Source: an optimization exercise on an open RTL-to-GDS flow (aim: small area, a short achievable clock period and few clock cycles). Production flows keep margins and buffers that such runs may drop. Where RTL was checked, it was by simulation tests only, not by an equivalence proof against the original. For runs 1 and 6, only the layout was checked, not whether the RTL still works. Power is estimated from default activity; no workload was simulated.

## flow/design.v

```verilog
package cbcr_pkg;
   localparam int CHUNK_LEN_DEF = 256;
   localparam int POS_W     = 32;
   localparam int SCALE_W   = 31;
   localparam int BOX_W     = 34;
   localparam int SIZE_W    = 33;
   localparam int CNT_OUT_W = 9;
   localparam int START_W   = 32;
   localparam int AXES      = 3;
   localparam int DIV_BITS  = 4;
endpackage
module cbcr_div #(
   parameter int REM_W = 8,
   parameter int Q_W   = 32,
   parameter int BITS  = 4
) (
   input  logic [REM_W+Q_W-1:0] word_in,
   input  logic [REM_W:0]       divisor,
   output logic [REM_W+Q_W-1:0] word_out
);
   logic [REM_W-1:0] rem;
   logic [Q_W-1:0]   q;
   logic [REM_W:0]   t;
   logic [REM_W+1:0] diff;
   always_comb begin
      rem = word_in[REM_W+Q_W-1:Q_W];
      q   = word_in[Q_W-1:0];
      for (int i = 0; i < BITS; i++) begin
         t    = {rem, q[Q_W-1]};
         diff = {1'b0, t} - {1'b0, divisor};
         if (!diff[REM_W+1]) begin
            rem = diff[REM_W-1:0];
            q   = {q[Q_W-2:0], 1'b1};
         end else begin
            rem = t[REM_W-1:0];
            q   = {q[Q_W-2:0], 1'b0};
         end
      end
      word_out = {rem, q};
   end
endmodule
module cbcr_ctrl #(
   parameter int DIV_CYC = 8
) (
   input  logic clock,
   input  logic reset,
   input  logic req_tvalid,
   output logic req_tready,
   output logic rsp_tvalid,
   input  logic rsp_tready,
   input  logic s1_last,      
   input  logic fill_full,    
   output logic fold,         
   output logic div_step,     
   output logic xfer          
);
   localparam int STEP_W = (DIV_CYC > 1) ? $clog2(DIV_CYC) : 1;
   logic              s1_v_ff;
   logic              div_ff;
   logic              out_ff;
   logic [STEP_W-1:0] step_ff;
   logic              close;
   logic              step_last;
   assign fold       = s1_v_ff;
   assign close      = s1_v_ff && (s1_last || fill_full);
   assign div_step   = div_ff;
   assign step_last  = (step_ff == STEP_W'(DIV_CYC - 1));
   assign xfer       = out_ff && rsp_tready;
   assign rsp_tvalid = out_ff;
   assign req_tready = !div_ff && !out_ff && !close;
   always_ff @(posedge clock) begin
      if (reset) begin
         s1_v_ff <= 1'b0;
         div_ff  <= 1'b0;
         out_ff  <= 1'b0;
         step_ff <= '0;
      end else begin
         s1_v_ff <= req_tvalid && req_tready;
         if (close) div_ff <= 1'b1;
         else if (div_ff && step_last) div_ff <= 1'b0;
         if (div_ff && step_last) out_ff <= 1'b1;
         else if (rsp_tready) out_ff <= 1'b0;
         step_ff <= div_ff ? step_ff + STEP_W'(1) : '0;
      end
   end
endmodule
module cbcr_datapath #(
   parameter int CHUNK_LEN = cbcr_pkg::CHUNK_LEN_DEF,
   parameter int DIV_BITS  = cbcr_pkg::DIV_BITS
) (
   input  logic         clock,
   input  logic         reset,
   input  logic [191:0] req_tdata,
   input  logic         req_tlast,
   input  logic         fold,
   input  logic         div_step,
   input  logic         xfer,
   output logic         s1_last,
   output logic         fill_full,
   output logic [375:0] rsp_tdata
);
   localparam int POS_W   = cbcr_pkg::POS_W;
   localparam int SCALE_W = cbcr_pkg::SCALE_W;
   localparam int BOX_W   = cbcr_pkg::BOX_W;
   localparam int SIZE_W  = cbcr_pkg::SIZE_W;
   localparam int START_W = cbcr_pkg::START_W;
   localparam int AXES    = cbcr_pkg::AXES;
   localparam int CNT_W   = $clog2(CHUNK_LEN + 1);
   localparam int REM_W   = CNT_W - 1;
   localparam int SUM_W   = POS_W + REM_W;
   logic [POS_W-1:0]   p_ff [AXES];
   logic [SCALE_W-1:0] r_ff;
   logic               last_ff;
   logic [SCALE_W-1:0] sx, sy, sz, radius;
   logic [SUM_W-1:0]   sum_ff [AXES];
   logic [BOX_W-1:0]   lo_ff  [AXES];
   logic [BOX_W-1:0]   hi_ff  [AXES];
   logic [SCALE_W-1:0] peak_ff;
   logic [CNT_W-1:0]   fill_ff;
   logic [START_W-1:0] start_ff;
   logic               first;
   logic [SUM_W-1:0]   sum_in [AXES];
   logic [SUM_W-1:0]   div_out [AXES];
   logic [BOX_W-1:0]   lo_new [AXES];
   logic [BOX_W-1:0]   hi_new [AXES];
   logic [POS_W-1:0]   center [AXES];
   logic [SIZE_W-1:0]  size   [AXES];
   assign sx = req_tdata[126:96];
   assign sy = req_tdata[157:127];
   assign sz = req_tdata[188:158];
   always_comb begin
      logic xy, xz, yz;
      xy = sx >= sy;
      xz = sx >= sz;
      yz = sy >= sz;
      if (xy && xz)      radius = sx;
      else if (!xy && yz) radius = sy;
      else               radius = sz;
   end
   always_ff @(posedge clock) begin
      for (int k = 0; k < AXES; k++) p_ff[k] <= req_tdata[32*k +: 32];
      r_ff    <= radius;
      last_ff <= req_tlast;
   end
   assign s1_last   = last_ff;
   assign fill_full = (fill_ff == CNT_W'(CHUNK_LEN - 1));
   assign first     = (fill_ff == '0);
   for (genvar g = 0; g < AXES; g++) begin : g_axis
      cbcr_div #(
         .REM_W (REM_W),
         .Q_W   (POS_W),
         .BITS  (DIV_BITS)
      ) u_div (
         .word_in  (sum_ff[g]),
         .divisor  (fill_ff),
         .word_out (div_out[g])
      );
      always_comb begin
         logic [BOX_W-1:0] pe, re, lo_c, hi_c;
         sum_in[g] = (first ? SUM_W'(0) : sum_ff[g])
                   + SUM_W'({~p_ff[g][POS_W-1], p_ff[g][POS_W-2:0]});
         pe   = BOX_W'($signed(p_ff[g]));
         re   = BOX_W'(r_ff);
         lo_c = pe - re;
         hi_c = pe + re;
         lo_new[g] = (first || $signed(lo_c) < $signed(lo_ff[g])) ? lo_c : lo_ff[g];
         hi_new[g] = (first || $signed(hi_c) > $signed(hi_ff[g])) ? hi_c : hi_ff[g];
      end
      always_ff @(posedge clock) begin
         if (fold) begin
            sum_ff[g] <= sum_in[g];
            lo_ff[g]  <= lo_new[g];
            hi_ff[g]  <= hi_new[g];
         end else if (div_step) begin
            sum_ff[g] <= div_out[g];
         end
      end
      always_comb begin
         logic [POS_W-1:0] q;
         logic             up;
         q  = sum_ff[g][POS_W-1:0];
         up = !q[POS_W-1] && (sum_ff[g][SUM_W-1:POS_W] != '0);
         center[g] = {~q[POS_W-1], q[POS_W-2:0]} + POS_W'(up);
         size[g]   = SIZE_W'(hi_ff[g] - lo_ff[g]);
      end
   end
   always_ff @(posedge clock) begin
      if (fold) peak_ff <= (first || r_ff > peak_ff) ? r_ff : peak_ff;
   end
   always_ff @(posedge clock) begin
      if (reset) begin
         fill_ff  <= '0;
         start_ff <= '0;
      end else if (xfer) begin
         fill_ff  <= '0;
         start_ff <= start_ff + START_W'(fill_ff);
      end else if (fold) begin
         fill_ff  <= fill_ff + CNT_W'(1);
      end
   end
   assign rsp_tdata = {7'b0000000,
                       size[2], size[1], size[0],
                       lo_ff[2], lo_ff[1], lo_ff[0],
                       peak_ff,
                       center[2], center[1], center[0],
                       fill_ff, start_ff};
endmodule
module chunk_bounds_centroid_reduce #(
   parameter int CHUNK_LEN = cbcr_pkg::CHUNK_LEN_DEF
) (
   input  logic         clock,
   input  logic         reset,
   input  logic         req_tvalid,
   output logic         req_tready,
   input  logic [191:0] req_tdata,
   input  logic         req_tlast,
   output logic         rsp_tvalid,
   input  logic         rsp_tready,
   output logic [375:0] rsp_tdata
);
   localparam int DIV_CYC = cbcr_pkg::POS_W / cbcr_pkg::DIV_BITS;
   logic s1_last, fill_full, fold, div_step, xfer;
   cbcr_ctrl #(
      .DIV_CYC (DIV_CYC)
   ) u_ctrl (
      .clock      (clock),
      .reset      (reset),
      .req_tvalid (req_tvalid),
      .req_tready (req_tready),
      .rsp_tvalid (rsp_tvalid),
      .rsp_tready (rsp_tready),
      .s1_last    (s1_last),
      .fill_full  (fill_full),
      .fold       (fold),
      .div_step   (div_step),
      .xfer       (xfer)
   );
   cbcr_datapath #(
      .CHUNK_LEN (CHUNK_LEN),
      .DIV_BITS  (cbcr_pkg::DIV_BITS)
   ) u_datapath (
      .clock     (clock),
      .reset     (reset),
      .req_tdata (req_tdata),
      .req_tlast (req_tlast),
      .fold      (fold),
      .div_step  (div_step),
      .xfer      (xfer),
      .s1_last   (s1_last),
      .fill_full (fill_full),
      .rsp_tdata (rsp_tdata)
   );
endmodule
```

## flow/run.sh

```bash
#!/bin/bash
# synth_recipe.tcl (not shown) runs the flow's synth.tcl, then flattens the netlist and writes it again
# the make line also repeats each setting of config.mk as NAME=value (left out here)
make -C /OpenROAD-flow-scripts/flow DESIGN_CONFIG=/design/flow/config.mk WORK_HOME=/design/flow/orfs CLKGATE_MAP_FILE= SYNTH_SCRIPT=/design/flow/synth_recipe.tcl finish
```

## flow/constraint.sdc

```tcl
create_clock -name core_clock -period 13.0 [get_ports {clock}]
set_input_delay 2.6000 -clock core_clock [delete_from_list [all_inputs] [get_ports {clock}]]
set_output_delay 2.6000 -clock core_clock [all_outputs]
set_load 0.01 [all_outputs]
```

## flow/config.mk

```make
export PLATFORM = sky130hd
export DESIGN_NAME = chunk_bounds_centroid_reduce
export DESIGN_NICKNAME = chunk_bounds_centroid_reduce
export VERILOG_FILES = /design/flow/design.v
export SDC_FILE = /design/flow/constraint.sdc
export NUM_CORES = 4
export LEC_CHECK = 0
export CAP_MARGIN = 20
export CORE_MARGIN = 2
export CORE_UTILIZATION = 40
export SLEW_MARGIN = 20
```

==> out/metrics.yaml, run 1 <==
status: "complete, no violations"
worst-path-buf-inv: 4
final_cell_mix: "ha_1 (825), clkdlybuf4s50_1 (564), inv_1 (549), a21oi_1 (506), nor2_1 (460)"
hold_viol: 0
grt_pass1_wl_um: 271000
skew_ns: 0.0260
worstSetupStartpointType: "flip-flop"
ios: 575
layout_commonest_cell: "ha_1"
finalSetupViolCount: 0
p_leak_nw: 26.5
cts_buffer_depth: 3
yosys_most_used_dff: "edfxtp_1"
cp.depth: 41
vias_per_cell: 5.61
cts_root_buf: "clkbuf_16"
multi_input_area_um2: 34000
gp_congestion: 0.961
cp_top_family: "compound AO/OA/AOI/OAI gates"
clkTransAtPathRegs_ns: 0.06
grt_max_degree: 72
rows: 130
min-delay-start: "u_ctrl.step_ff[0]$_SDFF_PP0_"
antenna_found_initial: 20
portBuffers: 564
firstDrtPassIters: 6
fin_setup_tns_ns: 0
routed-via-count: 44988
drtIter0Drc: 3830
dieArea_um2: 129000
die_x_um: 360
cpMostUsedCell: "o21ai_0"
start_util: 0.403
nets: 7345
fill_cells: 12077
dpl.hpwl_um: 151000
crit_slowest_cell: "dfxtp_1"
final_cells: 8014
synth-edff-count: 349
h-tree-depth: 3
r2r_start: "u_datapath.fill_ff[1]$_SDFFE_PP0P_"
route.detailed.drc: 0
track_usage: 0.275
coreArea_um2: 126000
grt_pass1_vias: 42845
synth_cell_type_count: 89
slew_headroom: 0.358
fin_hold_ws_ns: 0.429
timing_max_transition_violations_final: 0
hold_path_end: "u_ctrl.step_ff[0]$_SDFF_PP0_"
cts-buffers-inserted: 68
syn-cell-area_um2: 50600
ff_latch_area_um2: 14000
layout-drive-gt1-share: 0.0508
async_reset_ff_frac: 0
ys_ff_latch: 524
r2r_end: "u_datapath.sum_ff[1][34]$_DFFE_PP_"
final_area_um2: 60600
clk_latency_ns: 0.69
clock-sinks: 524
final.period_utilization: 0.772
cp.arrival_ns: 10.43
power_density_nw_per_um2: 301
area_growth_pct: 19.8
ctsHoldBuffers: 0
ys_warn_count: 22
ant_nets: 0
cts_tree: "done"
worstHoldPathCells: 1
hold_class: "flip-flop to flip-flop"
postCtsSetupBuffers: 0
drt-total-wl_um: 183000
path_class: "flip-flop to flip-flop"
ir_drop_mv: 0.621
r2r_cells: 41
syn_avg_cell_area_um2: 8.81
max_freq_ghz: 0.0997
post_drt_wl_per_cell_um: 22.9
worst_pin_slew_ns: 0.963
path_max_fanout: 13
r2r_slack_ns: 2.97
layout_min_cycle_time_ns: 10.03
syn_inst: 5743
post-route-util: 0.483
cts_resized: 0
maxCapViolations: 0
fp.dieH_um: 360
cpPeakStageDelay_ns: 0.81
end_kind: "flip-flop"
place_inst: 7877
yosysSeqAreaShare: 0.276
grt_setup_unrepaired: "no"
dpl_cell_area_um2: 58300
required_ns: 13.40
overflow: 0
-- logic make-up (layout without fill, tap and decap cells) --
family          after synthesis  in the layout  synth area share
buf+inv                     697           1302            0.0529
simple gates               1514           1514             0.149
xor+xnor                    524            524            0.0907
mux                         113            113            0.0246
other cells                   1             17         0.0000741
flops                       524            524             0.276
fa+ha+maj                   850            850             0.214
compound gates             1520           1520             0.193
-- worst max path at each step --
| stage | from | to | slack [ns] |
|---|---|---|---|
| floorplan | u_datapath.fill_ff[1]$_SDFFE_PP0P_ | u_datapath.sum_ff[1][33]$_DFFE_PP_ | 3.59 |
| detailed placement | u_datapath.fill_ff[1]$_SDFFE_PP0P_ | u_datapath.sum_ff[1][34]$_DFFE_PP_ | 2.71 |
| CTS | u_datapath.fill_ff[1]$_SDFFE_PP0P_ | u_datapath.sum_ff[1][38]$_DFFE_PP_ | 2.65 |
| global placement | u_datapath.fill_ff[1]$_SDFFE_PP0P_ | u_datapath.sum_ff[1][33]$_DFFE_PP_ | 2.80 |
| global route | u_datapath.fill_ff[1]$_SDFFE_PP0P_ | u_datapath.sum_ff[1][38]$_DFFE_PP_ | 1.99 |
| finish | u_datapath.fill_ff[1]$_SDFFE_PP0P_ | u_datapath.sum_ff[1][34]$_DFFE_PP_ | 2.97 |
-- flip-flops by register name, summed over array words and instances (netlist names), 3 cells and up --
name / flops
u_ctrl.step_ff: 3
u_datapath.fill_ff: 9
u_datapath.hi_ff: 99
u_datapath.lo_ff: 99
u_datapath.p_ff: 96
u_datapath.peak_ff: 31
u_datapath.r_ff: 31
u_datapath.start_ff: 32
u_datapath.sum_ff: 120
-- synthesized netlist by cell type (20+ instances only) --
cell type | instances | area, µm²
o211ai_1 | 26 | 195
a31oi_1 | 41 | 257
and2_1 | 94 | 588
o21ai_0 | 258 | 1290
nand3_1 | 100 | 500
o22ai_1 | 20 | 125
and3_1 | 56 | 350
mux2i_1 | 23 | 230
o21a_1 | 68 | 510
a221oi_1 | 39 | 342
clkbuf_1 | 118 | 443
nor2_1 | 461 | 1730
a21o_1 | 228 | 1710
nand2b_1 | 85 | 532
ha_1 | 825 | 10300
o21bai_1 | 78 | 586
dfxtp_1 | 175 | 3500
nand2_1 | 270 | 1010
edfxtp_1 | 349 | 10500
a21boi_0 | 24 | 180
nand4_1 | 102 | 638
o31ai_1 | 31 | 233
nor2b_1 | 124 | 776
fa_1 | 25 | 500
xor2_1 | 130 | 1140
mux2_2 | 90 | 1010
inv_1 | 550 | 2060
or3_1 | 34 | 213
a21oi_1 | 508 | 2540
nor4_1 | 30 | 188
xnor2_1 | 394 | 3450
nor3_1 | 93 | 465
a211oi_1 | 37 | 278
-- per-stage QoR --
step / setup WS, ns / power, W
after floorplan: 3.59 / 0.0126
after global placement: 2.80 / 0.0157
after detailed placement: 2.71 / 0.0160
after CTS: 2.65 / 0.0180
after global routing: 1.99 / 0.0199
final: 2.97 / 0.0182
-- layer usage --
metal	global-route usage	wire, µm
met1	0.384	83600
met2	0.420	78300
met3	0.0426	13300
met4	0.116	7980
met5	0	0
-- final cells by class --
type | count | area share
antenna | 10 | 0.000413
timing repair buffer | 626 | 0.102
inverter | 550 | 0.0341
clock buffer | 92 | 0.0318
multi-input combinational | 4528 | 0.562
sequential | 524 | 0.231
clock inverter | 34 | 0.00574
tap | 1650 | 0.0341
-- power by group --
part	switching (W)	internal [W]	total, W
combinational	0.00736	0.00609	0.0134
sequential	0.000321	0.00250	0.00282
clock	0.000832	0.00112	0.00195
==> run 2, diff against run 1 <==
--- a/flow/design.v
+++ b/flow/design.v
@@ -8,5 +8,7 @@
    localparam int START_W   = 32;
    localparam int AXES      = 3;
-   localparam int DIV_BITS  = 4;
+   localparam int DIV_BITS  = 3;
+   localparam int DIV_CYC   = (POS_W + DIV_BITS - 1) / DIV_BITS;
+   localparam int DIV_STEPS = DIV_CYC * DIV_BITS;
 endpackage
 module cbcr_div #(
@@ -41,5 +43,5 @@
 endmodule
 module cbcr_ctrl #(
-   parameter int DIV_CYC = 8
+   parameter int DIV_CYC = 11
 ) (
    input  logic clock,
@@ -53,4 +55,5 @@
    output logic fold,         
    output logic div_step,     
+   output logic div_first,    
    output logic xfer          
 );
@@ -65,8 +68,9 @@
    assign close      = s1_v_ff && (s1_last || fill_full);
    assign div_step   = div_ff;
+   assign div_first  = div_ff && (step_ff == '0);
    assign step_last  = (step_ff == STEP_W'(DIV_CYC - 1));
    assign xfer       = out_ff && rsp_tready;
    assign rsp_tvalid = out_ff;
-   assign req_tready = !div_ff && !out_ff && !close;
+   assign req_tready = out_ff ? rsp_tready : (!div_ff && !close);
    always_ff @(posedge clock) begin
       if (reset) begin
@@ -95,4 +99,5 @@
    input  logic         fold,
    input  logic         div_step,
+   input  logic         div_first,
    input  logic         xfer,
    output logic         s1_last,
@@ -108,5 +113,8 @@
    localparam int CNT_W   = $clog2(CHUNK_LEN + 1);
    localparam int REM_W   = CNT_W - 1;
-   localparam int SUM_W   = POS_W + REM_W;
+   localparam int ACC_W   = POS_W + REM_W;
+   localparam int STEPS   = cbcr_pkg::DIV_STEPS;
+   localparam int SUM_W   = STEPS + REM_W;
+   localparam int BND_W   = BOX_W - 1;
    logic [POS_W-1:0]   p_ff [AXES];
    logic [SCALE_W-1:0] r_ff;
@@ -114,6 +122,6 @@
    logic [SCALE_W-1:0] sx, sy, sz, radius;
    logic [SUM_W-1:0]   sum_ff [AXES];
-   logic [BOX_W-1:0]   lo_ff  [AXES];
-   logic [BOX_W-1:0]   hi_ff  [AXES];
+   logic [BND_W-1:0]   lo_ff  [AXES];
+   logic [BND_W-1:0]   hi_ff  [AXES];
    logic [SCALE_W-1:0] peak_ff;
    logic [CNT_W-1:0]   fill_ff;
@@ -122,6 +130,8 @@
    logic [SUM_W-1:0]   sum_in [AXES];
    logic [SUM_W-1:0]   div_out [AXES];
-   logic [BOX_W-1:0]   lo_new [AXES];
-   logic [BOX_W-1:0]   hi_new [AXES];
+   logic [BND_W-1:0]   lo_c   [AXES];
+   logic [BND_W-1:0]   hi_c   [AXES];
+   logic               lo_take [AXES];
+   logic               hi_take [AXES];
    logic [POS_W-1:0]   center [AXES];
    logic [SIZE_W-1:0]  size   [AXES];
@@ -149,5 +159,5 @@
       cbcr_div #(
          .REM_W (REM_W),
-         .Q_W   (POS_W),
+         .Q_W   (STEPS),
          .BITS  (DIV_BITS)
       ) u_div (
@@ -157,21 +167,27 @@
       );
       always_comb begin
-         logic [BOX_W-1:0] pe, re, lo_c, hi_c;
-         sum_in[g] = (first ? SUM_W'(0) : sum_ff[g])
-                   + SUM_W'({~p_ff[g][POS_W-1], p_ff[g][POS_W-2:0]});
-         pe   = BOX_W'($signed(p_ff[g]));
-         re   = BOX_W'(r_ff);
-         lo_c = pe - re;
-         hi_c = pe + re;
-         lo_new[g] = (first || $signed(lo_c) < $signed(lo_ff[g])) ? lo_c : lo_ff[g];
-         hi_new[g] = (first || $signed(hi_c) > $signed(hi_ff[g])) ? hi_c : hi_ff[g];
+         logic [BND_W-1:0] pe, re;
+         logic [ACC_W-1:0] acc;
+         acc = (first ? ACC_W'(0) : sum_ff[g][ACC_W-1:0])
+             + ACC_W'({~p_ff[g][POS_W-1], p_ff[g][POS_W-2:0]});
+         sum_in[g] = SUM_W'(acc);
+         pe   = BND_W'($signed(p_ff[g]));
+         re   = BND_W'(r_ff);
+         lo_c[g] = pe - re;
+         hi_c[g] = pe + re;
+         lo_take[g] = first || $signed(lo_c[g]) < $signed(lo_ff[g]);
+         hi_take[g] = first || $signed(hi_c[g]) > $signed(hi_ff[g]);
       end
       always_ff @(posedge clock) begin
          if (fold) begin
             sum_ff[g] <= sum_in[g];
-            lo_ff[g]  <= lo_new[g];
-            hi_ff[g]  <= hi_new[g];
          end else if (div_step) begin
             sum_ff[g] <= div_out[g];
+         end
+         if (fold && lo_take[g]) lo_ff[g] <= lo_c[g];
+         if (div_first) begin
+            hi_ff[g] <= hi_ff[g] - lo_ff[g];
+         end else if (fold && hi_take[g]) begin
+            hi_ff[g] <= hi_c[g];
          end
       end
@@ -180,7 +196,7 @@
          logic             up;
          q  = sum_ff[g][POS_W-1:0];
-         up = !q[POS_W-1] && (sum_ff[g][SUM_W-1:POS_W] != '0);
+         up = !q[POS_W-1] && (sum_ff[g][SUM_W-1:STEPS] != '0);
          center[g] = {~q[POS_W-1], q[POS_W-2:0]} + POS_W'(up);
-         size[g]   = SIZE_W'(hi_ff[g] - lo_ff[g]);
+         size[g]   = SIZE_W'(hi_ff[g]);
       end
    end
@@ -201,5 +217,6 @@
    assign rsp_tdata = {7'b0000000,
                        size[2], size[1], size[0],
-                       lo_ff[2], lo_ff[1], lo_ff[0],
+                       lo_ff[2][BND_W-1], lo_ff[2], lo_ff[1][BND_W-1], lo_ff[1],
+                       lo_ff[0][BND_W-1], lo_ff[0],
                        peak_ff,
                        center[2], center[1], center[0],
@@ -219,6 +236,6 @@
    output logic [375:0] rsp_tdata
 );
-   localparam int DIV_CYC = cbcr_pkg::POS_W / cbcr_pkg::DIV_BITS;
-   logic s1_last, fill_full, fold, div_step, xfer;
+   localparam int DIV_CYC = cbcr_pkg::DIV_CYC;
+   logic s1_last, fill_full, fold, div_step, div_first, xfer;
    cbcr_ctrl #(
       .DIV_CYC (DIV_CYC)
@@ -234,4 +251,5 @@
       .fold       (fold),
       .div_step   (div_step),
+      .div_first  (div_first),
       .xfer       (xfer)
    );
@@ -246,4 +264,5 @@
       .fold      (fold),
       .div_step  (div_step),
+      .div_first (div_first),
       .xfer      (xfer),
       .s1_last   (s1_last),
--- a/flow/config.mk
+++ b/flow/config.mk
@@ -6,6 +6,8 @@
 export NUM_CORES = 4
 export LEC_CHECK = 0
+export ABC_CLOCK_PERIOD_IN_PS = 7000
 export CAP_MARGIN = 20
 export CORE_MARGIN = 2
 export CORE_UTILIZATION = 40
+export SETUP_SLACK_MARGIN = 5
 export SLEW_MARGIN = 20
==> run 2 against run 1 <==
  * Still clean
  * Combinational power is 39% lower
  * Critical path depth fell by 13
  * Count of clock-buffer cells in the layout shrank 5
  * First-iteration DRC count increased by 11%
  * Routed wire length rose by 8.2%
  * Clock power is 7% higher
  * Critical path type unchanged
  * Critical endpoint unchanged
==> out/metrics.yaml, run 2 <==
vias_per_cell: 5.74
yosys_most_used_dff: "edfxtp_1"
yosysSeqAreaShare: 0.273
coreArea_um2: 128000
syn_avg_cell_area_um2: 8.69
synth_top_cell_by_area: "edfxtp_1"
fp.dieH_um: 363
cts_buffer_depth: 3
max_freq_ghz: 0.138
cpPeakStageDelay_ns: 0.63
synth-edff-count: 349
regMostFlops: "u_datapath.sum_ff"
path_max_fanout: 15
clk_latency_ns: 0.69
layout_min_cycle_time_ns: 7.26
p_leak_nw: 26.8
fin_setup_tns_ns: 0
ys_warn_count: 26
drtIter0Drc: 4246
synth_cell_type_count: 98
cts-buffers-inserted: 72
grt_setup_unrepaired: "no"
nets: 7472
hold_class: "flip-flop to flip-flop"
final_cell_mix: "ha_1 (799), clkdlybuf4s50_1 (564), inv_1 (555), a21oi_1 (539), nor2_1 (444)"
worstHoldPathCells: 1
post_drt_wl_per_cell_um: 24.2
grt_pass1_wl_um: 288000
synth_top_cell_area_share: 0.204
ant_nets: 0
required_ns: 13.41
ys_top_cells_by_area: "edfxtp_1 (20%), ha_1 (19%), dfxtp_1 (7.0%)"
crit_slowest_cell: "a31oi_2"
timing_max_transition_violations_final: 0
layout-drive-gt1-share: 0.0562
drt-total-wl_um: 198000
cts_root_buf: "clkbuf_16"
grt_max_degree: 69
ctsHoldBuffers: 0
syn-cell-area_um2: 51500
maxCapViolations: 0
dieArea_um2: 132000
largest_reg_flops: 123
gp_congestion: 1.00
h-tree-depth: 3
pre_cts_slack_ns: 5.40
yosysMostFrequentCell: "ha_1"
syn_inst: 5923
ios: 575
antenna_found_initial: 27
path_class: "flip-flop to flip-flop"
post-route-util: 0.482
firstDrtPassIters: 6
slew_headroom: 0.300
routed-via-count: 47007
overflow: 0
reg_top3: "u_datapath.sum_ff: 123 flops, u_datapath.hi_ff: 99 flops, u_datapath.lo_ff: 99 flops"
synth_commonest_cells: "ha_1 (799), inv_1 (555), a21oi_1 (543)"
dpl.hpwl_um: 163000
rows: 131
cp_top_family: "compound AO/OA/AOI/OAI gates"
start_util: 0.403
finalSetupViolCount: 0
ys_ff_latch: 528
area_growth_pct: 19.6
skew_ns: 0.0334
status: "complete, no violations"
setup_ws_ns: 5.74
end_kind: "flip-flop"
layout_commonest_cell: "ha_1"
worstSetupStartpointType: "flip-flop"
die_x_um: 363
cts_tree: "done"
cp.depth: 28
final.period_utilization: 0.559
worst_pin_slew_ns: 1.05
hold_viol: 0
ir_drop_mv: 0.235
async_reset_ff_frac: 0
power_density_nw_per_um2: 209
clock-sinks: 528
r2r_cells: 28
clkTransAtPathRegs_ns: 0.06
route.detailed.drc: 0
worst-path-buf-inv: 2
cp.arrival_ns: 7.68
portBuffers: 564
fill_cells: 12165
grt_pass1_vias: 43914
track_usage: 0.292
## run 2: changes by cell type in the layout (fill, tap and decap cells not counted), sizes merged, moves of 16 or more
cell and delta:
nand2 +51, nand4 +17, mux2 +31, nand3 +16
a21oi +33, nor2b -31, a221oi -27, inv +31
ha -26, a222oi +31, o21ai +18, a211oi +23
nor2 -17
## run 2: final timing paths
check,startpoint,endpoint,slack (ns)
hold / removal,u_ctrl.step_ff[0]$_SDFF_PP0_,u_ctrl.step_ff[0]$_SDFF_PP0_,0.46
setup reg to reg,u_datapath.fill_ff[2]$_SDFFE_PP0P_,u_datapath.sum_ff[1][34]$_DFFE_PP_,5.74
hold reg to reg,u_ctrl.step_ff[0]$_SDFF_PP0_,u_ctrl.step_ff[0]$_SDFF_PP0_,0.46
setup / recovery,u_datapath.fill_ff[2]$_SDFFE_PP0P_,u_datapath.sum_ff[1][34]$_DFFE_PP_,5.74
## run 2: routing by layer
metal	GRT usage	wire (µm)	share of wire
met1	0.426	93200	0.47
met2	0.426	81700	0.41
met3	0.0472	14900	0.075
met4	0.113	8200	0.041
met5	0	85	0.00043
## run 2: report_power, final
group	total, W	internal, W	leakage, nW	switching, W
Combinational	0.00816	0.00351	20.8	0.00465
Clock	0.00208	0.00120	1.18	0.000880
Sequential	0.00265	0.00230	4.75	0.000352
Total	0.0129	0.00700	26.8	0.00588
## run 2: cell type report
type | instances | area [µm²] | share of cell area
Clock inverter | 45 | 402 | 0.00653
Clock buffer | 87 | 2020 | 0.0328
Antenna cell | 13 | 32.5 | 0.000529
Inverter | 575 | 2160 | 0.0351
Timing Repair Buffer | 623 | 6110 | 0.0993
Sequential cell | 528 | 14100 | 0.229
Multi-Input combinational cell | 4654 | 34700 | 0.563
Tap cell | 1662 | 2080 | 0.0338
## run 2: stage by stage
stage / cells / hold slack (ns) / area, µm² / total power [W]
finish: 8187 / 0.463 / 61500 / 0.0129
global route: 8186 / 0.505 / 61500 / 0.0139
CTS: 8173 / 0.470 / 61500 / 0.0128
detailed placement: 8041 / 0.458 / 59000 / 0.0107
global placement: 8041 / 0.450 / 59000 / 0.0105
floorplan: 5929 / 0.430 / 51500 / 0.00836
## run 2: cell families (layout without fill, tap and decap cells)
| family | Yosys count | in the layout | share of synthesized area |
|---|---|---|---|
| fa+ha+maj | 821 | 821 | 0.203 |
| other cells | 1 | 20 | 0.0000729 |
| mux | 147 | 147 | 0.0315 |
| compound gates | 1613 | 1613 | 0.201 |
| flops | 528 | 528 | 0.273 |
| simple gates | 1550 | 1550 | 0.148 |
| buf+inv | 747 | 1330 | 0.0555 |
| xor+xnor | 516 | 516 | 0.0878 |
## run 2: timing repair
item,4_1_cts,5_1_grt
gates resized for setup,0,2
buffers inserted,0,0
setup endpoints to repair,0,10
Testbench counts of run 2, summed over its fixed seeds: cycles 75,377.
==> run 3, diff against run 2 <==
--- a/flow/config.mk
+++ b/flow/config.mk
@@ -6,8 +6,6 @@
 export NUM_CORES = 4
 export LEC_CHECK = 0
-export ABC_CLOCK_PERIOD_IN_PS = 7000
 export CAP_MARGIN = 20
 export CORE_MARGIN = 2
 export CORE_UTILIZATION = 40
-export SETUP_SLACK_MARGIN = 5
 export SLEW_MARGIN = 20
==> run 3 against run 2 <==
  * Still clean
  * Sequential power hardly changed
  * Die area did not move
  * Critical path depth is the same
  * First-iteration DRC count up 0.26%
  * Worst setup slack got worse by 0.34 ns
  * Synthesized cell count unchanged
  * Critical path type unchanged
==> out/metrics.yaml, run 3 <==
multi_input_area_um2: 34700
largest_reg_flops: 123
yosysMostFrequentCell: "ha_1"
final.period_utilization: 0.585
cts-buffers-inserted: 72
post-route-util: 0.482
ff_latch_area_um2: 14100
hold_viol: 0
routed-via-count: 46882
drt-total-wl_um: 198000
die_x_um: 363
synthSimpleGateAreaFrac: 0.148
power_density_nw_per_um2: 209
h-tree-depth: 3
slew_headroom: 0.305
dpl.hpwl_um: 163000
clkTransAtPathRegs_ns: 0.06
reg_top3: "u_datapath.sum_ff: 123 flops, u_datapath.hi_ff: 99 flops, u_datapath.lo_ff: 99 flops"
synth_top_cell_area_share: 0.204
vias_per_cell: 5.73
required_ns: 13.41
syn_avg_cell_area_um2: 8.69
synth_commonest_cells: "ha_1 (799), inv_1 (555), a21oi_1 (543)"
start_util: 0.403
synth_top_family_by_area: "adder cells"
cpMostUsedCell: "a21oi_1"
p_comb_frac: 0.632
fill_cells: 12166
syn_inst: 5923
yosys.area_share.adder: 0.203
coreArea_um2: 128000
pre_cts_slack_ns: 5.40
grt_pass1_wl_um: 288000
cts_root_buf: "clkbuf_16"
timing_max_transition_violations_final: 0
antenna_found_initial: 27
post_drt_wl_per_cell_um: 24.2
p_clk_frac: 0.162
layout_min_cycle_time_ns: 7.61
worst_pin_slew_ns: 1.04
ant_nets: 0
fin_setup_tns_ns: 0
path_max_fanout: 15
grt_pass1_vias: 43914
synth-xor-area-share: 0.0878
gp_congestion: 1.00
maxCapViolations: 0
r2r_end: "u_datapath.sum_ff[1][34]$_DFFE_PP_"
synth-compound-area-share: 0.201
r2r_slack_ns: 5.39
synthMuxAreaShare: 0.0315
cts_tree: "done"
yosys_most_used_dff: "edfxtp_1"
end_kind: "flip-flop"
seq_power_share: 0.206
r2r_start: "u_datapath.fill_ff[2]$_SDFFE_PP0P_"
finalSetupViolCount: 0
cts_buffer_depth: 3
synth_cell_type_count: 98
critPathLaunch: "u_datapath.fill_ff[2]$_SDFFE_PP0P_"
fp.dieH_um: 363
layout_commonest_cell: "ha_1"
cts_resized: 0
track_usage: 0.292
power_w: 0.0129
postCtsSetupBuffers: 0
p_int_w: 0.00700
regMostFlops: "u_datapath.sum_ff"
path_class: "flip-flop to flip-flop"
status: "complete, no violations"
switchingPower_w: 0.00587
portBuffers: 564
cpPeakStageDelay_ns: 0.81
route.detailed.drc: 0
clk_latency_ns: 0.69
ir_drop_mv: 0.302
p_leak_nw: 26.8
nets: 7472
crit_slowest_cell: "a21oi_1"
firstDrtPassIters: 9
overflow: 0
worstSetupStartpointType: "flip-flop"
ys_top_cells_by_area: "edfxtp_1 (20%), ha_1 (19%), dfxtp_1 (7.0%)"
grt_max_degree: 69
async_reset_ff_frac: 0
final_cell_mix: "ha_1 (799), clkdlybuf4s50_1 (564), inv_1 (555), a21oi_1 (540), nor2_1 (444)"
yosysSeqAreaShare: 0.273
ctsHoldBuffers: 0
power.share.switching: 0.456
r2r_cells: 28
area_growth_pct: 19.5
ys_ff_latch: 528
ios: 575
synth_top_cell_by_area: "edfxtp_1"
clock-sinks: 528
skew_ns: 0.0343
max_freq_ghz: 0.131
hold_class: "flip-flop to flip-flop"
drtIter0Drc: 4257
rows: 131
endpoint: "u_datapath.sum_ff[1][34]$_DFFE_PP_"
cp.arrival_ns: 8.02
grt_setup_unrepaired: "no"
dieArea_um2: 132000
layout-drive-gt1-share: 0.0561
syn-cell-area_um2: 51500
ys_warn_count: 26
setup_ws_ns: 5.39
synth-edff-count: 349
## run 3: changes by cell type in the layout (fill, tap and decap cells not counted), sizes merged
cell	change
diode	-1
## run 3: worst min-delay path by stage
stage / startpoint / end / slack (ns) / cells after the start
after CTS: u_ctrl.step_ff[0]$_SDFF_PP0_ / u_ctrl.step_ff[0]$_SDFF_PP0_ / 0.47 / 1
final: u_ctrl.step_ff[0]$_SDFF_PP0_ / u_ctrl.step_ff[0]$_SDFF_PP0_ / 0.46 / 1
after global routing: u_datapath.start_ff[7]$_SDFFE_PP0P_ / u_datapath.start_ff[7]$_SDFFE_PP0P_ / 0.51 / 2
after global placement: u_ctrl.step_ff[0]$_SDFF_PP0_ / u_ctrl.step_ff[0]$_SDFF_PP0_ / 0.45 / 1
after floorplan: u_ctrl.step_ff[0]$_SDFF_PP0_ / u_ctrl.step_ff[0]$_SDFF_PP0_ / 0.43 / 1
after detailed placement: u_ctrl.step_ff[0]$_SDFF_PP0_ / u_ctrl.step_ff[0]$_SDFF_PP0_ / 0.46 / 1
## run 3: per-layer routing
metal  share of wire  vias to the layer above  global-route usage
li1                -                    22450                   -
met1            0.47                    22444               0.426
met2            0.41                     1680               0.426
met3           0.074                      294              0.0472
met4           0.039                       14               0.113
met5         0.00043                        -                   0
## run 3: metrics by stage
step	hold slack, ns	instances	cell area [µm²]
floorplan	0.430	5929	51500
global placement	0.450	8041	59000
detailed placement	0.458	8041	59000
CTS	0.470	8173	61500
global route	0.505	8186	61500
finish	0.463	8186	61500
## run 3: cells by family after synthesis
logic type | count (synthesis)
flops | 528
other cells | 1
compound gates | 1613
fa+ha+maj | 821
simple gates | 1550
xor+xnor | 516
mux | 147
buf+inv | 747
## run 3: critical path, delay by kind of cell (launching register included)
family	cells	cell delay (ns)
and+or+nand+nor	3	0.35
buffers and inverters	2	0.28
adders and majority gates	3	0.93
AOI/OAI and AO/OA	19	4.90
muxes	1	0.42
DFF	1	0.47
## run 3: layout make-up
type | count | share of cell area
Antenna cell | 12 | 0.000488
Clock buffer | 87 | 0.0328
Clock inverter | 45 | 0.00653
Inverter | 575 | 0.0351
Multi-Input combinational cell | 4654 | 0.563
Sequential cell | 528 | 0.229
Tap cell | 1662 | 0.0338
Timing Repair Buffer | 623 | 0.0993
## run 3: power groups by stage
stage	registers (W)	clock network, W	logic [W]
after detailed placement	0.00267	0	0.00798
after global routing	0.00267	0.00218	0.00899
after CTS	0.00264	0.00212	0.00803
after global placement	0.00267	0	0.00782
final	0.00265	0.00208	0.00814
after floorplan	0.00257	0	0.00578
==> run 4, diff against run 3 <==
==> flow/flow/run.sh (new file) <==
#!/bin/bash
# The standard layout, with the port buffers made of the smallest buffer cell.
set -euo pipefail
export BUFFER_PORTS_ARGS="-buffer_cell sky130_fd_sc_hd__buf_1"
bash standard.sh > standard.log 2>&1
==> flow/standard.sh (new file) <==
#!/bin/bash
# synth_recipe.tcl (not shown) runs the flow's synth.tcl, then flattens the netlist and writes it again
# the make line also repeats each setting of config.mk as NAME=value (left out here)
make -C /OpenROAD-flow-scripts/flow DESIGN_CONFIG=/design/flow/config.mk WORK_HOME=/design/flow/orfs CLKGATE_MAP_FILE= SYNTH_SCRIPT=/design/flow/synth_recipe.tcl "${@:-finish}"
--- a/flow/config.mk
+++ b/flow/config.mk
@@ -9,3 +9,4 @@
 export CORE_MARGIN = 2
 export CORE_UTILIZATION = 40
+export SETUP_SLACK_MARGIN = 5
 export SLEW_MARGIN = 20
removed: flow/run.sh
==> run 4 against run 3 <==
  * Die area is the same
  * Area after synthesis is the same
  * Sequential power is essentially flat
  * Sequential share of layout area grew 1.4 points
  * Clock skew grew 0.013 ns
  * Count of clock-buffer cells in the layout grew 7
  * Highest routed layer unchanged
==> out/metrics.yaml, run 4 <==
setup_ws_ns: 5.67
max_freq_ghz: 0.136
finalSetupViolCount: 0
grt_pass1_vias: 44116
ant_nets: 0
ios: 575
syn_inst: 5923
top_layer: "met5"
drt-total-wl_um: 192000
met2WireLength_um: 78100
syn-cell-area_um2: 51500
p_comb_frac: 0.633
track_usage: 0.283
fp.dieH_um: 363
synth_top_cell_by_area: "edfxtp_1"
yosys_most_used_dff: "edfxtp_1"
end_kind: "flip-flop"
die_x_um: 363
seq_power_share: 0.207
layout_commonest_cell: "ha_1"
dieArea_um2: 132000
met1Wirelength_um: 87800
cp.arrival_ns: 7.71
antenna_found_initial: 28
rows: 131
r2r_start: "u_datapath.fill_ff[1]$_SDFFE_PP0P_"
area_growth_pct: 12.5
routed-via-count: 47102
grt_pass1_wl_um: 280000
dr_wl_met3_um: 16100
h-tree-depth: 3
hold_path_end: "u_ctrl.step_ff[0]$_SDFF_PP0_"
clk_latency_ns: 0.71
ys_ff_latch: 528
slew_headroom: 0.280
synth-edff-count: 349
power.share.switching: 0.466
p_int_w: 0.00675
dpl.hpwl_um: 158000
yosysMostFrequentCell: "ha_1"
drtIter0Drc: 4298
largest_reg_flops: 123
maxCapViolations: 0
path_max_fanout: 19
worstHoldPathCells: 1
p_leak_nw: 25.2
cts_buffer_depth: 3
clock-sinks: 528
synth_top_cell_area_share: 0.204
worstSetupStartpointType: "flip-flop"
portBuffers: 564
layout_min_cycle_time_ns: 7.33
fin_hold_ws_ns: 0.471
cpMostUsedCell: "a21oi_1"
coreArea_um2: 128000
clkTransAtPathRegs_ns: 0.06
r2r_slack_ns: 5.67
layout-drive-gt1-share: 0.0544
cts-buffers-inserted: 72
post-route-util: 0.453
start_util: 0.403
cp_top_family: "compound AO/OA/AOI/OAI gates"
hold_viol: 0
overflow: 0
crit_slowest_cell: "a31oi_1"
pre_cts_slack_ns: 5.57
vias_per_cell: 5.76
r2r_end: "u_datapath.sum_ff[2][39]$_DFFE_PP_"
switchingPower_w: 0.00590
required_ns: 13.37
final.period_utilization: 0.564
timing_max_transition_violations_final: 0
worst_pin_slew_ns: 1.08
r2r_cells: 28
firstDrtPassIters: 10
synth_cell_type_count: 98
p_clk_frac: 0.160
fin_setup_tns_ns: 0
final_cell_mix: "ha_1 (799), buf_1 (564), inv_1 (555), a21oi_1 (540), nor2_1 (444)"
regMostFlops: "u_datapath.sum_ff"
hold_class: "flip-flop to flip-flop"
cts_root_buf: "clkbuf_16"
post_drt_wl_per_cell_um: 23.5
cts_tree: "done"
status: "complete, no violations"
ctsHoldBuffers: 0
synth_commonest_cells: "ha_1 (799), inv_1 (555), a21oi_1 (543)"
power_density_nw_per_um2: 218
yosysSeqAreaShare: 0.273
min-delay-start: "u_ctrl.step_ff[0]$_SDFF_PP0_"
gp_congestion: 1.05
worst-path-buf-inv: 3
ys_top_cells_by_area: "edfxtp_1 (20%), ha_1 (19%), dfxtp_1 (7.0%)"
syn_avg_cell_area_um2: 8.69
nets: 7465
cts_resized: 0
route.detailed.drc: 0
cpPeakStageDelay_ns: 0.83
async_reset_ff_frac: 0
path_class: "flip-flop to flip-flop"
ir_drop_mv: 0.268
grt_max_degree: 80
ys_warn_count: 26
grt_setup_unrepaired: "yes"
reg_top3: "u_datapath.sum_ff: 123 flops, u_datapath.hi_ff: 99 flops, u_datapath.lo_ff: 99 flops"
skew_ns: 0.0474
postCtsSetupBuffers: 0
-- run 4: routing by layer --
metal / track usage / vias to the layer above
li1: - / 22445
met1: 0.399 / 22417
met5: 0 / -
met3: 0.0525 / 358
met4: 0.142 / 14
met2: 0.410 / 1868
-- run 4: power by group through the flow --
stage,registers (W),clock network [W],logic [W]
after floorplan,0.00257,0,0.00578
after global placement,0.00264,0,0.00764
after detailed placement,0.00265,0,0.00780
after CTS,0.00261,0.00206,0.00786
after global routing,0.00265,0.00211,0.00889
final,0.00262,0.00202,0.00801
-- run 4: logic make-up after synthesis --
family / synth area share
simple gates: 0.148
mux: 0.0315
flops: 0.273
buf+inv: 0.0555
fa+ha+maj: 0.203
compound gates: 0.201
other cells: 0.0000729
xor+xnor: 0.0878
-- run 4: per-stage QoR --
step                instances  power [W]  area [µm²]
finish                   8182     0.0126       57900
global route             8182     0.0136       57900
CTS                      8167     0.0125       57800
detailed placement       8035     0.0104       55500
global placement         8035     0.0103       55500
floorplan                5929    0.00836       51500
-- run 4: cell type report --
| class | count | area, µm² |
|---|---|---|
| Antenna cell | 15 | 37.5 |
| Clock buffer | 94 | 2050 |
| Clock inverter | 38 | 309 |
| Timing Repair Buffer | 616 | 2510 |
| Tap cell | 1662 | 2080 |
| Fill cell | 12575 | 69800 |
| Sequential cell | 528 | 14100 |
| Inverter | 575 | 2160 |
| Multi-Input combinational cell | 4654 | 34700 |
-- run 4: worst register-to-register path: cells and delay by family (launching register included) --
| kind | cells | cell delay (ns) |
|---|---|---|
| AOI/OAI and AO/OA | 17 | 3.84 |
| adders and majority gates | 3 | 0.96 |
| buffers and inverters | 3 | 0.72 |
| DFF | 1 | 0.36 |
| muxes | 2 | 0.83 |
| and+or+nand+nor | 3 | 0.31 |
-- run 4: worst max path at each step --
| stage | from | endpoint | slack (ns) | cells after the start |
|---|---|---|---|---|
| 2_1_floorplan | u_datapath.fill_ff[1]$_SDFFE_PP0P_ | u_datapath.sum_ff[1][37]$_DFFE_PP_ | 6.07 | 30 |
| 3_3_place_gp | u_datapath.fill_ff[1]$_SDFFE_PP0P_ | u_datapath.sum_ff[2][39]$_DFFE_PP_ | 5.66 | 28 |
| 3_5_place_dp | u_datapath.fill_ff[1]$_SDFFE_PP0P_ | u_datapath.sum_ff[2][39]$_DFFE_PP_ | 5.57 | 28 |
| 4_1_cts | u_datapath.fill_ff[1]$_SDFFE_PP0P_ | u_datapath.sum_ff[2][39]$_DFFE_PP_ | 5.53 | 28 |
| 5_1_grt | u_datapath.fill_ff[1]$_SDFFE_PP0P_ | u_datapath.sum_ff[2][39]$_DFFE_PP_ | 4.96 | 28 |
| 6_report | u_datapath.fill_ff[1]$_SDFFE_PP0P_ | u_datapath.sum_ff[2][39]$_DFFE_PP_ | 5.67 | 28 |
==> run 5, diff against run 4 <==
==> flow/flow/run.sh (replaced) <==
#!/bin/bash
# The standard layout, with the port buffers made of the smallest buffer
# cell and timing repair aiming for more setup slack.
set -euo pipefail
bash standard.sh "BUFFER_PORTS_ARGS=-buffer_cell sky130_fd_sc_hd__buf_1" SETUP_SLACK_MARGIN=7.5 finish > standard.log 2>&1
--- a/flow/config.mk
+++ b/flow/config.mk
@@ -9,4 +9,3 @@
 export CORE_MARGIN = 2
 export CORE_UTILIZATION = 40
-export SETUP_SLACK_MARGIN = 5
 export SLEW_MARGIN = 20
==> run 5 against run 4 <==
  * Worst setup slack improved by 1.4 ns
  * Via count rose by 3.4%
  * Clock skew fell by 0.014 ns
  * Area after synthesis did not move
  * Global-route usage rose by 1.4 points
  * Clock power barely moved
  * Final cell count rose by 3.0%
  * First-iteration DRC count rose by 4.0%
  * Critical path type unchanged
==> out/metrics.yaml, run 5 <==
synth_commonest_cells: "ha_1 (799), inv_1 (555), a21oi_1 (543)"
routed-via-count: 48690
syn-cell-area_um2: 51500
final_cells: 8425
cp_top_family: "compound AO/OA/AOI/OAI gates"
fin_setup_tns_ns: 0
path_max_fanout: 7
r2r_end: "u_datapath.sum_ff[1][38]$_DFFE_PP_"
ant_nets: 0
track_usage: 0.297
status: "complete, no violations"
ys_top_cells_by_area: "edfxtp_1 (20%), ha_1 (19%), dfxtp_1 (7.0%)"
clkTransAtPathRegs_ns: 0.06
regMostFlops: "u_datapath.sum_ff"
path_class: "flip-flop to flip-flop"
final_cell_mix: "ha_1 (742), inv_1 (536), buf_1 (516), a21oi_1 (501), nor2_1 (419)"
grt_max_degree: 127
cts_root_buf: "clkbuf_16"
portBuffers: 564
start_util: 0.403
required_ns: 13.40
worstSetupStartpointType: "flip-flop"
largest_reg_flops: 123
worst_pin_slew_ns: 1.04
ir_drop_mv: 0.413
clock-sinks: 528
vias_per_cell: 5.78
fin_hold_ws_ns: 0.473
timing_max_transition_violations_final: 0
worst-path-buf-inv: 3
rows: 131
maxCapViolations: 0
hold_viol: 0
slew_headroom: 0.307
synth-edff-count: 349
dpl_cell_area_um2: 55700
max_freq_ghz: 0.170
r2r_slack_ns: 7.11
overflow: 0
synth_top_cell_area_share: 0.204
skew_ns: 0.0332
h-tree-depth: 3
firstDrtPassIters: 6
dpl.hpwl_um: 162000
power_density_nw_per_um2: 254
end_kind: "flip-flop"
hold_path_end: "u_ctrl.step_ff[0]$_SDFF_PP0_"
cts-buffers-inserted: 70
crit_slowest_cell: "dfxtp_4"
nets: 7709
cpPeakStageDelay_ns: 0.40
clk_latency_ns: 0.70
ys_ff_latch: 528
fp.dieH_um: 363
dieArea_um2: 132000
async_reset_ff_frac: 0
area_growth_pct: 22.1
ios: 575
drt-total-wl_um: 205000
yosysMostFrequentCell: "ha_1"
antenna_found_initial: 21
coreArea_um2: 128000
min-delay-start: "u_ctrl.step_ff[0]$_SDFF_PP0_"
cpMostUsedCell: "o21ai_2"
drtIter0Drc: 4472
p_leak_nw: 27.3
final.period_utilization: 0.453
r2r_cells: 28
post_drt_wl_per_cell_um: 24.3
die_x_um: 363
reg_top3: "u_datapath.sum_ff: 123 flops, u_datapath.hi_ff: 99 flops, u_datapath.lo_ff: 99 flops"
gp_congestion: 1.01
final_area_um2: 62900
setup_ws_ns: 7.11
worstHoldPathCells: 1
syn_avg_cell_area_um2: 8.69
pre_cts_slack_ns: 5.96
cts_buffer_depth: 3
place_inst: 8030
hold_class: "flip-flop to flip-flop"
layout_min_cycle_time_ns: 5.89
yosysSeqAreaShare: 0.273
grt_pass1_wl_um: 293000
synth_cell_type_count: 98
ys_warn_count: 26
cp.arrival_ns: 6.29
layout_commonest_cell: "ha_1"
route.detailed.drc: 0
cts_tree: "done"
finalSetupViolCount: 0
r2r_start: "u_datapath.fill_ff[3]$_SDFFE_PP0P_"
synth_top_cell_by_area: "edfxtp_1"
grt_setup_unrepaired: "yes"
syn_inst: 5923
layout-drive-gt1-share: 0.148
yosys_most_used_dff: "edfxtp_1"
grt_pass1_vias: 45275
run 5: logic make-up (layout without fill, tap and decap cells):
family                   count (synthesis)  count (layout)  share of synthesized area
AND/OR/NAND/NOR                       1550            1551                      0.148
other                                    1              22                  0.0000729
buffers and inverters                  747            1563                     0.0555
multiplexers                           147             148                     0.0315
XOR/XNOR                               516             516                     0.0878
adder cells (fa/ha/maj)                821             821                      0.203
AO/OA/AOI/OAI                         1613            1614                      0.201
flip-flops                             528             528                      0.273
run 5: metal layers:
layer | wire, µm | vias up | track usage | part of all wire
met5 | 35 | - | 0 | 0.00017
met4 | 10200 | 6 | 0.141 | 0.050
met3 | 17400 | 366 | 0.0546 | 0.085
met2 | 86200 | 2027 | 0.437 | 0.42
met1 | 90800 | 23383 | 0.417 | 0.44
li1 | - | 22908 | - | -
run 5: worst max-delay path by stage:
stage          slack, ns  cells past startpoint                            endpoint                                from
2_1_floorplan       6.95                     31  u_datapath.sum_ff[1][37]$_DFFE_PP_  u_datapath.fill_ff[1]$_SDFFE_PP0P_
3_3_place_gp        6.02                     26  u_datapath.sum_ff[0][37]$_DFFE_PP_  u_datapath.fill_ff[2]$_SDFFE_PP0P_
3_5_place_dp        5.96                     26  u_datapath.sum_ff[0][37]$_DFFE_PP_  u_datapath.fill_ff[2]$_SDFFE_PP0P_
4_1_cts             7.06                     28  u_datapath.sum_ff[1][36]$_DFFE_PP_  u_datapath.sum_ff[1][33]$_DFFE_PP_
5_1_grt             6.96                     30  u_datapath.sum_ff[1][38]$_DFFE_PP_  u_datapath.fill_ff[1]$_SDFFE_PP0P_
6_report            7.11                     28  u_datapath.sum_ff[1][38]$_DFFE_PP_  u_datapath.fill_ff[3]$_SDFFE_PP0P_
run 5: layout make-up:
| cell class | instances | area [µm²] |
|---|---|---|
| Sequential cell | 528 | 14100 |
| Inverter | 575 | 2220 |
| Multi-Input combinational cell | 4657 | 37100 |
| Tap cell | 1662 | 2080 |
| Antenna cell | 15 | 37.5 |
| Timing Repair Buffer | 859 | 4970 |
| Fill cell | 12030 | 64800 |
| Clock buffer | 104 | 2130 |
| Clock inverter | 25 | 238 |
run 5: repair_timing:
item	CTS	global route
hold buffers	0	0
buffers inserted	143	97
pin swaps	97	132
endpoints found under the setup margin	313	300
gates cloned	3	8
gates resized for setup	304	298
run 5: per-stage QoR:
| stage | util | total power, W |
|---|---|---|
| 2_1_floorplan | - | 0.00869 |
| 4_1_cts | 0.474 | 0.0144 |
| 5_1_grt | 0.492 | 0.0170 |
| 3_3_place_gp | 0.436 | 0.0105 |
| 3_5_place_dp | 0.436 | 0.0106 |
| 6_report | 0.492 | 0.0160 |
run 5: where the power goes:
part / internal [W] / total (W) / switching, W
clock network: 0.00120 / 0.00204 / 0.000838
logic: 0.00524 / 0.0113 / 0.00608
registers: 0.00230 / 0.00262 / 0.000323
==> run 6, diff against run 5 <==
--- a/flow/design.v
+++ b/flow/design.v
@@ -8,7 +8,8 @@
    localparam int START_W   = 32;
    localparam int AXES      = 3;
-   localparam int DIV_BITS  = 3;
+   localparam int DIV_BITS  = 2;
    localparam int DIV_CYC   = (POS_W + DIV_BITS - 1) / DIV_BITS;
    localparam int DIV_STEPS = DIV_CYC * DIV_BITS;
+   localparam bit READY_THRU = 1'b0;
 endpackage
 module cbcr_div #(
@@ -43,5 +44,6 @@
 endmodule
 module cbcr_ctrl #(
-   parameter int DIV_CYC = 11
+   parameter int DIV_CYC = 16,
+   parameter bit READY_THRU = 1'b0
 ) (
    input  logic clock,
@@ -72,5 +74,5 @@
    assign xfer       = out_ff && rsp_tready;
    assign rsp_tvalid = out_ff;
-   assign req_tready = out_ff ? rsp_tready : (!div_ff && !close);
+   assign req_tready = out_ff ? (READY_THRU && rsp_tready) : (!div_ff && !close);
    always_ff @(posedge clock) begin
       if (reset) begin
@@ -239,5 +241,6 @@
    logic s1_last, fill_full, fold, div_step, div_first, xfer;
    cbcr_ctrl #(
-      .DIV_CYC (DIV_CYC)
+      .DIV_CYC    (DIV_CYC),
+      .READY_THRU (cbcr_pkg::READY_THRU)
    ) u_ctrl (
       .clock      (clock),
==> flow/flow/run.sh (replaced) <==
#!/bin/bash
# The standard layout, with the port buffers made of the smallest buffer
# cell and timing repair aiming for more setup slack.
set -euo pipefail
bash standard.sh "BUFFER_PORTS_ARGS=-buffer_cell sky130_fd_sc_hd__buf_1" SETUP_SLACK_MARGIN=8 finish > standard.log 2>&1
==> run 6 against run 5 <==
  * Worst setup slack got worse by 0.018 ns
  * Register-to-register slack better by 0.66 ns
  * Largest power group unchanged
  * Non-clock buffer count is 115 higher
  * Routed wire length is 0.42% higher
  * Largest cell class unchanged
  * Still clean
  * Core utilization rose by 2.0 points
  * Die area decreased by 1.9%
==> out/metrics.yaml, run 6 <==
syn-cell-area_um2: 50500
fp.dieH_um: 359
timing_max_transition_violations_final: 0
overflow: 0
regMostFlops: "u_datapath.sum_ff"
end_kind: "output pin"
largest_reg_flops: 120
yosysSeqAreaShare: 0.277
dieArea_um2: 129000
max_freq_ghz: 0.169
ios: 575
layout_commonest_cell: "ha_1"
grt_pass1_wl_um: 291000
r2r_slack_ns: 7.77
final.period_utilization: 0.454
reg_top3: "u_datapath.sum_ff: 120 flops, u_datapath.hi_ff: 99 flops, u_datapath.lo_ff: 99 flops"
crit_slowest_cell: "edfxtp_1"
grt_max_degree: 74
post_drt_wl_per_cell_um: 24.5
antenna_found_initial: 19
route.detailed.drc: 0
status: "complete, no violations"
layout-drive-gt1-share: 0.194
ir_drop_mv: 0.139
place_inst: 7878
h-tree-depth: 3
cts-buffers-inserted: 71
worst-path-buf-inv: 1
cts_tree: "done"
dpl.hpwl_um: 157000
cp.arrival_ns: 3.31
portBuffers: 564
grt_setup_unrepaired: "yes"
rows: 130
track_usage: 0.299
syn_inst: 5785
yosysMostFrequentCell: "ha_1"
drtIter0Drc: 4631
path_cells: "nand3_1, or3_4, nor2_4, nand4_1, or3_4, nor3_4, xnor2_2, buf_2"
clkTransAtPathRegs_ns: 0.06
p_leak_nw: 27.6
skew_ns: 0.0428
final_cells: 8391
clk_latency_ns: 0.67
cpPeakStageDelay_ns: 0.60
async_reset_ff_frac: 0
area_growth_pct: 27.3
synth-edff-count: 349
finalSetupViolCount: 0
grt_pass1_vias: 44662
cpMostUsedCell: "or3_4"
maxCapViolations: 0
clock-sinks: 525
final_cell_mix: "ha_1 (704), inv_1 (491), buf_1 (474), a21oi_1 (471), nor2_1 (388)"
hold_class: "flip-flop to flip-flop"
hold_viol: 0
coreArea_um2: 125000
power_density_nw_per_um2: 179
path_max_fanout: 6
nets: 7658
ctsHoldBuffers: 0
ant_nets: 0
yosys_most_used_dff: "edfxtp_1"
ys_warn_count: 26
drt-total-wl_um: 206000
cts_buffer_depth: 3
ys_ff_latch: 525
layout_min_cycle_time_ns: 5.91
firstDrtPassIters: 6
worstSetupStartpointType: "flip-flop"
slew_headroom: 0.256
ys_top_cells_by_area: "edfxtp_1 (21%), ha_1 (19%), dfxtp_1 (7.0%)"
path_class: "flip-flop to output pin"
required_ns: 10.40
cts_root_buf: "clkbuf_16"
synth_commonest_cells: "ha_1 (771), inv_1 (524), a21oi_1 (515)"
synth_top_cell_area_share: 0.208
synth_cell_type_count: 103
routed-via-count: 48492
syn_avg_cell_area_um2: 8.72
fin_setup_tns_ns: 0
vias_per_cell: 5.78
start_util: 0.402
cp_top_family: "simple AND/OR/NAND/NOR gates"
gp_congestion: 0.975
die_x_um: 359
synth_top_cell_by_area: "edfxtp_1"
worst_pin_slew_ns: 1.11
[run 6: changes by cell type after synthesis, sizes merged, moves of 13 or more]
cell	change
inv	-46
a22oi	+34
nand2	+32
a222oi	-31
ha	-28
o21ai	+24
xnor2	-24
a21oi	-23
nor2	-18
a211oi	-13
or3	-13
[run 6: layer usage]
layer / track usage / up-vias / part of all wire
met5: 0 / - / 0.00012
met4: 0.135 / 4 / 0.053
met3: 0.0536 / 383 / 0.091
met2: 0.450 / 2038 / 0.42
met1: 0.416 / 23380 / 0.43
li1: - / 22687 / -
[run 6: cells by family (layout without fill, tap and decap cells)]
| kind of cell | Yosys count | in the layout | synth area share |
|---|---|---|---|
| AOI/OAI and AO/OA | 1589 | 1591 | 0.204 |
| and+or+nand+nor | 1548 | 1551 | 0.150 |
| adders and majority gates | 790 | 790 | 0.199 |
| buffers and inverters | 703 | 1636 | 0.0539 |
| DFF | 525 | 525 | 0.277 |
| xor gates and xnor gates | 492 | 492 | 0.0854 |
| muxes | 137 | 137 | 0.0300 |
| other | 1 | 19 | 0.0000743 |
[run 6: power by group]
| part | total (W) | internal, W | switching (W) |
|---|---|---|---|
| Sequential | 0.00250 | 0.00221 | 0.000295 |
| Clock | 0.00199 | 0.00115 | 0.000846 |
| Combinational | 0.00697 | 0.00303 | 0.00394 |
[run 6: layout make-up]
type / count / area [µm²]
clock inverter: 35 / 314
fill: 11701 / 61200
inverter: 531 / 2100
tap: 1650 / 2060
timing repair buffer: 974 / 6310
sequential: 525 / 14000
antenna: 12 / 30.0
multi-input combinational: 4568 / 37400
clock buffer: 96 / 2000
[run 6: through the flow]
step	hold slack (ns)	instance area, µm²	setup WS (ns)	power [W]	utilization
finish	0.474	64200	7.09	0.0115	0.512
global route	0.501	64200	6.93	0.0122	0.512
CTS	0.477	60900	7.10	0.0107	0.485
detailed placement	0.465	54400	6.81	0.00811	0.434
global placement	0.446	54400	6.83	0.00800	0.434
floorplan	0.430	50600	8.00	0.00649	-
[run 6: final timing paths]
path	start	endpoint	cells past startpoint
worst max register to register	u_datapath.r_ff[2]$_DFF_P_	u_datapath.lo_ff[1][2]$_DFFE_PP_	27
worst min-delay path	u_datapath.start_ff[7]$_SDFFE_PP0P_	u_datapath.start_ff[7]$_SDFFE_PP0P_	2
worst max-delay path	u_datapath.sum_ff[2][7]$_DFFE_PP_	rsp_tdata[136]	8
worst min register to register	u_datapath.start_ff[7]$_SDFFE_PP0P_	u_datapath.start_ff[7]$_SDFFE_PP0P_	2
[run 6: what timing repair did]
item                                    4_1_cts  5_1_grt
buffers inserted                            188      159
gates cloned                                 13       10
pin swaps                                   164      230
resized for setup                           563      397
endpoints found under the setup margin      404      332
[run 6: tightest hold or removal path, cell delays in order, from the launching register on]
cell and delay (ns):
dfxtp_1 0.32, nand2_1 0.06, a21oi_1 0.05

==> static timing again, ports no longer ideal <==
Ports are ideal in the flow. The routed layouts listed here were re-timed in OpenROAD. Step 1 (the two cells are an assumption about what drives the block):
set clk [get_ports {clock}]
set_driving_cell -lib_cell sky130_fd_sc_hd__clkbuf_16 $clk
set_driving_cell -lib_cell sky130_fd_sc_hd__buf_2 [delete_from_list [all_inputs] $clk]
Step 2 adds t to the input delays and takes it off the output delays; t is the mean of the earliest and latest rising clock arrival at the registers after step 1. Input paths then give back, and output paths get back, about the clock's delay inside the block. Three values: ideal ports, drivers, drivers and shift; two values: the first two.
| run | t (ns) | slack for setup (ns) | slew at the worst register clock pin (ns) | worst data-port slew with drivers (ns) | cell pins on the clock port's net |
|---|---|---|---|---|---|
| run 1 | 0.749 | 2.969 / 2.969 / 2.969 | 0.07 / 0.07 | 0.14 | 1 |
| run 2 | 0.752 | 5.736 / 5.736 / 5.736 | 0.07 / 0.07 | 0.19 | 1 |
| run 3 | 0.752 | 5.392 / 5.392 / 5.392 | 0.07 / 0.07 | 0.19 | 1 |
| run 4 | 0.762 | 5.665 / 5.665 / 5.665 | 0.07 / 0.07 | 0.15 | 1 |
| run 5 | 0.758 | 7.112 / 7.100 / 6.706 | 0.07 / 0.07 | 0.18 | 1 |
| run 6 | 0.732 | 7.094 / 7.014 / 7.322 | 0.07 / 0.07 | 0.14 | 1 |
After both steps every run listed still meets setup and hold. For run 5, which loses most, drivers alone change the setup slack by -0.012 ns; drivers and shift together by -0.406 ns.
